Source: an optimization exercise on an open RTL-to-GDS flow (aim: small area, a short achievable clock period and few clock cycles). Production flows keep margins and buffers that such runs may drop. Only simulation tests tie the RTL to the original design; equivalence was not proved. Power figures rest on the tool's default switching activity, not on a simulated workload.

## flow/design.v

```verilog
package mse_pkg;
    localparam int MAX_ITEMS = 64;
    localparam int DATA_W    = 32;
    localparam int CNT_W     = $clog2(MAX_ITEMS + 1);
endpackage
module mse_ctrl
(
    input  logic                               clk,
    input  logic                               rst_n,
    input  logic                               start,
    input  logic                               is_last,
    input  logic signed [mse_pkg::DATA_W-1:0]  item_value,
    output logic                               busy,
    output logic                               req_store,   
    output logic                               req_close,   
    output logic                               req_drop,    
    output logic signed [mse_pkg::DATA_W-1:0]  req_value
);
    localparam int MAX_ITEMS = mse_pkg::MAX_ITEMS;
    localparam int CNT_W     = mse_pkg::CNT_W;
    logic [CNT_W-1:0] count_reg;
    logic             overflow_reg;
    logic             full;
    assign busy = 1'b0;
    assign full = (count_reg == CNT_W'(MAX_ITEMS));
    always_ff @(posedge clk or negedge rst_n)
    begin
        if (!rst_n)
        begin
            count_reg    <= '0;
            overflow_reg <= 1'b0;
            req_store    <= 1'b0;
            req_close    <= 1'b0;
            req_drop     <= 1'b0;
        end
        else
        begin
            req_store <= start && !full;
            req_close <= start && is_last;
            req_drop  <= start && is_last && (overflow_reg || full);
            if (start)
            begin
                if (is_last)
                begin
                    count_reg    <= '0;
                    overflow_reg <= 1'b0;
                end
                else if (full)
                begin
                    overflow_reg <= 1'b1;
                end
                else
                begin
                    count_reg <= count_reg + CNT_W'(1);
                end
            end
        end
    end
    always_ff @(posedge clk)
    begin
        req_value <= item_value;
    end
endmodule
module mse_datapath
(
    input  logic                               clk,
    input  logic                               rst_n,
    input  logic                               req_store,
    input  logic                               req_close,
    input  logic                               req_drop,
    input  logic signed [mse_pkg::DATA_W-1:0]  req_value,
    output logic                               result_strobe,
    output logic signed [mse_pkg::DATA_W-1:0]  sorted_value,
    output logic                               run_end,
    output logic                               dropped_items
);
    localparam int N = mse_pkg::MAX_ITEMS;
    localparam int W = mse_pkg::DATA_W;
    logic                  ins_reg;
    logic                  close_reg;
    logic                  drop_reg;
    logic signed [W-1:0]   x_reg;
    logic signed [W-1:0]   val_reg [N];
    logic [N-1:0]          vld_reg;    
    logic [N-1:0]          opn_reg;    
    logic [N-1:0]          gen_reg;    
    logic [N-1:0]          gt_reg;     
    logic                  gen_open_reg;
    logic                  drop_head_reg;
    logic                  pop;
    logic [N+1:0]          big;        
    logic [N:0]            gt_new;     
    logic                  gt_x;
    assign pop = vld_reg[0] && !opn_reg[0];
    assign result_strobe = pop;
    assign sorted_value  = val_reg[0];
    assign run_end       = !vld_reg[1] || (gen_reg[1] != gen_reg[0]);
    assign dropped_items = drop_head_reg;
    always_comb
    begin
        big[0]   = 1'b0;
        big[N+1] = 1'b1;
        for (int i = 0; i < N; i++)
        begin
            big[i+1]  = !vld_reg[i] || (opn_reg[i] && gt_reg[i]);
            gt_new[i] = (val_reg[i] > req_value);
        end
        gt_new[N] = 1'b1;
        gt_x      = (x_reg > req_value);
    end
    logic [1:0] src [N];
    always_comb
    begin
        for (int i = 0; i < N; i++)
        begin
            src[i] = 2'd0;
            if (!pop)
            begin
                if (ins_reg && big[i+1] && !big[i])
                    src[i] = 2'd3;
                else if (ins_reg && big[i])
                    src[i] = 2'd1;
            end
            else if (!ins_reg)
            begin
                src[i] = 2'd2;
            end
            else
            begin
                if (big[i+2] && !big[i+1])
                    src[i] = 2'd3;
                else if (!big[i+2])
                    src[i] = 2'd2;
            end
        end
    end
    always_ff @(posedge clk or negedge rst_n)
    begin
        if (!rst_n)
        begin
            ins_reg       <= 1'b0;
            close_reg     <= 1'b0;
            drop_reg      <= 1'b0;
            vld_reg       <= '0;
            gen_open_reg  <= 1'b0;
            drop_head_reg <= 1'b0;
        end
        else
        begin
            ins_reg   <= req_store;
            close_reg <= req_close;
            drop_reg  <= req_drop;
            for (int i = 0; i < N; i++)
            begin
                case (src[i])
                    2'd1:    vld_reg[i] <= vld_reg[i-1];
                    2'd2:    vld_reg[i] <= (i == N-1) ? 1'b0 : vld_reg[i+1];
                    2'd3:    vld_reg[i] <= 1'b1;
                    default: vld_reg[i] <= vld_reg[i];
                endcase
            end
            if (close_reg)
                gen_open_reg <= !gen_open_reg;
            if (close_reg && drop_reg)
                drop_head_reg <= 1'b1;
            else if (pop && run_end)
                drop_head_reg <= 1'b0;
        end
    end
    always_ff @(posedge clk)
    begin
        x_reg <= req_value;
        for (int i = 0; i < N; i++)
        begin
            case (src[i])
                2'd1:
                begin
                    val_reg[i] <= val_reg[(i+N-1)%N];
                    opn_reg[i] <= opn_reg[(i+N-1)%N] && !close_reg;
                    gen_reg[i] <= gen_reg[(i+N-1)%N];
                    gt_reg[i]  <= gt_new[(i+N-1)%N];
                end
                2'd2:
                begin
                    val_reg[i] <= val_reg[(i+1)%N];
                    opn_reg[i] <= opn_reg[(i+1)%N] && !close_reg;
                    gen_reg[i] <= gen_reg[(i+1)%N];
                    gt_reg[i]  <= gt_new[i+1];
                end
                2'd3:
                begin
                    val_reg[i] <= x_reg;
                    opn_reg[i] <= !close_reg;
                    gen_reg[i] <= gen_open_reg;
                    gt_reg[i]  <= gt_x;
                end
                default:
                begin
                    val_reg[i] <= val_reg[i];
                    opn_reg[i] <= opn_reg[i] && !close_reg;
                    gen_reg[i] <= gen_reg[i];
                    gt_reg[i]  <= gt_new[i];
                end
            endcase
        end
    end
endmodule
module merge_sort_engine
(
    input  logic                               clk,
    input  logic                               rst_n,
    input  logic                               start,
    output logic                               busy,
    input  logic signed [mse_pkg::DATA_W-1:0]  item_value,
    input  logic                               is_last,
    output logic                               result_strobe,
    output logic signed [mse_pkg::DATA_W-1:0]  sorted_value,
    output logic                               run_end,
    output logic                               dropped_items
);
    logic                               req_store;
    logic                               req_close;
    logic                               req_drop;
    logic signed [mse_pkg::DATA_W-1:0]  req_value;
    mse_ctrl u_ctrl
    (
        .clk        (clk),
        .rst_n      (rst_n),
        .start      (start),
        .is_last    (is_last),
        .item_value (item_value),
        .busy       (busy),
        .req_store  (req_store),
        .req_close  (req_close),
        .req_drop   (req_drop),
        .req_value  (req_value)
    );
    mse_datapath u_datapath
    (
        .clk           (clk),
        .rst_n         (rst_n),
        .req_store     (req_store),
        .req_close     (req_close),
        .req_drop      (req_drop),
        .req_value     (req_value),
        .result_strobe (result_strobe),
        .sorted_value  (sorted_value),
        .run_end       (run_end),
        .dropped_items (dropped_items)
    );
endmodule
```

## flow/run.sh

```bash
#!/bin/bash
# synth_recipe.tcl (not shown) runs the flow's synth.tcl, then flattens the netlist and writes it again
# the make line also repeats each setting of config.mk as NAME=value (left out here)
make -C /OpenROAD-flow-scripts/flow DESIGN_CONFIG=/design/flow/config.mk WORK_HOME=/design/flow/orfs CLKGATE_MAP_FILE= SYNTH_SCRIPT=/design/flow/synth_recipe.tcl finish
```

## flow/config.mk

```make
export PLATFORM = sky130hd
export DESIGN_NAME = merge_sort_engine
export DESIGN_NICKNAME = merge_sort_engine
export VERILOG_FILES = /design/flow/design.v
export SDC_FILE = /design/flow/constraint.sdc
export NUM_CORES = 4
export LEC_CHECK = 0
export CAP_MARGIN = 20
export CORE_MARGIN = 2
export CORE_UTILIZATION = 40
export SLEW_MARGIN = 20
```

## flow/constraint.sdc

```tcl
create_clock -name core_clock -period 6.5 [get_ports {clk}]
set_input_delay 1.3000 -clock core_clock [delete_from_list [all_inputs] [get_ports {clk}]]
set_output_delay 1.3000 -clock core_clock [all_outputs]
set_load 0.01 [all_outputs]
```

==> run summary <==
-- per-layer routing --
metal / routed length, um / GRT usage / share of wire
met1: 260000 / 0.391 / 0.39
met5: 65 / 0 / 0.000097
met2: 293000 / 0.468 / 0.44
met3: 68600 / 0.0612 / 0.10
met4: 45500 / 0.175 / 0.068
-- through the flow --
| stage | hold WS [ns] | instances | setup WS [ns] | area (sq um) | total power [mW] |
|---|---|---|---|---|---|
| floorplan | 0.331 | 16900 | 2.59 | 167000 | 75.5 |
| global placement | 0.352 | 21700 | 1.90 | 173000 | 93.4 |
| detailed placement | 0.345 | 21700 | 1.95 | 173000 | 94.8 |
| CTS | 0.227 | 22300 | 1.49 | 183000 | 112 |
| global route | 0.277 | 22300 | 1.40 | 183000 | 120 |
| finish | 0.264 | 22300 | 1.51 | 183000 | 113 |
-- cell usage in the layout, fill, tap and decap left out, types with 37 or more instances in the layout --
master / count
clkdlybuf4s50_1: 69
clkbuf_1: 66
a221oi_1: 88
dfxtp_1: 160
or3_1: 67
inv_1: 180
nand2_1: 2259
inv_6: 38
o211ai_1: 118
edfxtp_1: 2112
a21oi_4: 40
a22oi_1: 37
clkbuf_16: 299
o211ai_4: 42
clkinv_1: 46
nor2_1: 1289
and4_1: 41
mux2i_1: 1923
a21oi_1: 1909
nand3_1: 228
nand4_1: 400
nor2b_1: 63
o21ai_0: 1002
nor3_1: 138
ha_1: 2082
dfrtp_1: 77
o21ai_1: 375
a31oi_1: 288
a21o_1: 212
nor4_1: 95
clkinv_2: 49
buf_4: 315
a211oi_1: 75
-- worst reg2reg max path, cell delays in order (launching register included) --
cell and delay [ns]:
dfxtp_4 1.12, ha_1 0.46, and4_1 0.16, a22oi_1 0.82, a32oi_2 0.29, o221ai_4 0.96, buf_4 0.52, nor2_1 0.09
a311oi_1 0.29, a311oi_1 0.07
-- where the power goes --
group / switching, mW / leakage (nW) / internal [mW]
Clock: 7.21 / 4.55 / 9.47
Combinational: 33.8 / 51.6 / 19.6
Sequential: 12.0 / 23.3 / 31.0
-- final timing paths --
check	end	slack, ns	cells past startpoint
max in group asynchronous	u_datapath.gen_open_reg	4.75	2
max	result_strobe	1.51	4
min	u_datapath.close_reg	0.26	1
min reg2reg	u_datapath.drop_reg	0.36	0
max reg2reg	u_datapath.gt_reg[2]	1.61	9
min in group core_clock	u_datapath.drop_reg	0.36	0
-- layout make-up --
cell class / instances / area [sq um]
Sequential cell: 2384 / 69400
Clock inverter: 144 / 1360
Clock buffer: 380 / 7940
Multi-Input combinational cell: 13300 / 93000
Fill cell: 39900 / 234000
Timing Repair Buffer: 394 / 3250
Inverter: 219 / 982
Antenna cell: 22 / 55.1
Tap cell: 5497 / 6880
-- logic make-up (layout without fill, tap and decap cells) --
logic type / after synthesis / in the layout / share of synthesized area
AOI/OAI and AO/OA: 4472 / 4472 / 0.154
xor gates and xnor gates: 35 / 35 / 0.00183
adders and majority gates: 2082 / 2082 / 0.156
buffers and inverters: 1259 / 1137 / 0.0359
DFF: 2384 / 2384 / 0.414
muxes: 1947 / 1947 / 0.117
other: 1 / 23 / 0.0000224
and+or+nand+nor: 4718 / 4718 / 0.122
==> out/metrics.yaml <==
worst_hold_path:
  worstHoldPathType: "input pin to asynchronous set/reset pin"
clock_tree:
  cts-htree-levels: 5
  cts_setup_buffers: 0
  cts_resized: 0
  clk-insertion-delay-late_ns: 0.96
  clkTransAtPathRegs_ns: 0.06
  cts-root-buf: "clkbuf_16"
  clockBufferDepth: 4
  cts_tree: "yes"
  cts.sink_count: 2384
  cts-buffers-inserted: 289
  cts_hold_buf: 0
placement:
  hpwl_um: 466000
  port_buffers: 70
  place.gp.congestion: 0.991
route:
  routedWlPerCell_um: 29.9
  drt_pass1_iterations: 6
  wl_um: 667000
  vias: 143000
  via_per_inst: 6.40
  drc: 0
  drt-initial-drc-count: 17900
  ant_nets: 0
floorplan:
  num_rows: 237
  die_h_um: 651
  io_pins: 72
  initial_core_util: 0.401
  die_w_um: 651
  core_sq_um: 417000
  die-area_sq_um: 423000
sta:
  rsz0062_at_grt: "no"
  timing.final.crit_share: 0.768
  hold_viol: 0
  fin_setup_tns_ns: 0
  fin_skew_ns: 0.0366
  slew_headroom: 0.150
  finalMaxSlewViolations: 0
  worst_pin_slew_ns: 1.28
  finalCriticalPeriod_ns: 4.99
  fmax_ghz: 0.200
  setup_viol: 0
yosys:
  synth_cells: 16900
  synth.avg_cell_area_sq_um: 9.90
  synth.area.top_cells: "edfxtp_1 (38%), ha_1 (16%), mux2i_1 (12%)"
  synth_top_cell_area_share: 0.379
  yosysMostFrequentCell: "nand2_1"
  synthArstFlopShare: 0.0336
  synth.yosys.seq_area_share: 0.414
  synth_edf_count: 2112
  synth_common_cells: "nand2_1 (2279), edfxtp_1 (2112), ha_1 (2082)"
  synth_cell_types: 98
  syn_area_sq_um: 167000
  ys_warn_count: 5
  synth_seq_cells: 2384
  synth_area_leader_cell: "edfxtp_1"
  syn_nets: 19000
  synth_ff_type: "edfxtp_1"
critical_path:
  worstSetupPathType: "register to primary output"
  cp_max_fo: 42
  cp.required_ns: 5.20
  crit_buf_inv: 3
  crit_path_end_kind: "primary output"
  crit_arrival_ns: 3.69
  critical-path-top-delay-family: "buffers and inverters"
  reg2reg_from: "u_datapath.x_reg[12]"
  crit_start: "u_datapath.vld_reg[0]"
  cp_cell_sequence: "nand2b_4, inv_4, buf_4, clkdlybuf4s50_1"
  cpPeakStageDelay_ns: 0.79
  cp_slowest_cell: "clkdlybuf4s50_1"
  cp-start-kind: "register"
finish:
  drive_gt1_frac: 0.0602
  largest_reg_flops: 2048
  final_util: 0.439
  nets: 18700
  syn_to_final_growth_pct: 9.31
grt:
  grt_pass1_wl_um: 945000
  overflow: 0
  grt_max_degree: 76
  antenna_found_initial: 43
  grt_pass1_vias: 134000
  grt.total_usage: 0.302
pwr:
  ir_worst_vdd_mv: 0.358
  pwr_density_cell_nw_per_um2: 618
  leakagePower_nw: 79.4
run:
  max_cap_violations: 0
status:
  status: "no timing/DRC/antenna violations"
Testbench counts, summed over its fixed seeds: cycles 7,325.

[re-timing with driven ports]
Ports are ideal in the flow. The routed layout listed here was re-timed in OpenROAD.
Step 1 assumes that a clkbuf_16 drives the clock port and a buf_2 every other input.
Step 2 also shifts input and output timing later by t, the mid clock arrival at the registers, as if the neighbouring blocks saw the same clock.
a / b / c = no drivers / after step 1 / after step 2; a / b = the first two.
t (ns): 1.057
setup WS [ns]: 1.511 / 1.395 / 1.608
latest minus earliest clock arrival (ns): 0.050 / 0.050
After both steps this run still meets setup and hold. The setup slack of this run moves by -0.116 ns with the drivers and by +0.097 ns with both steps.
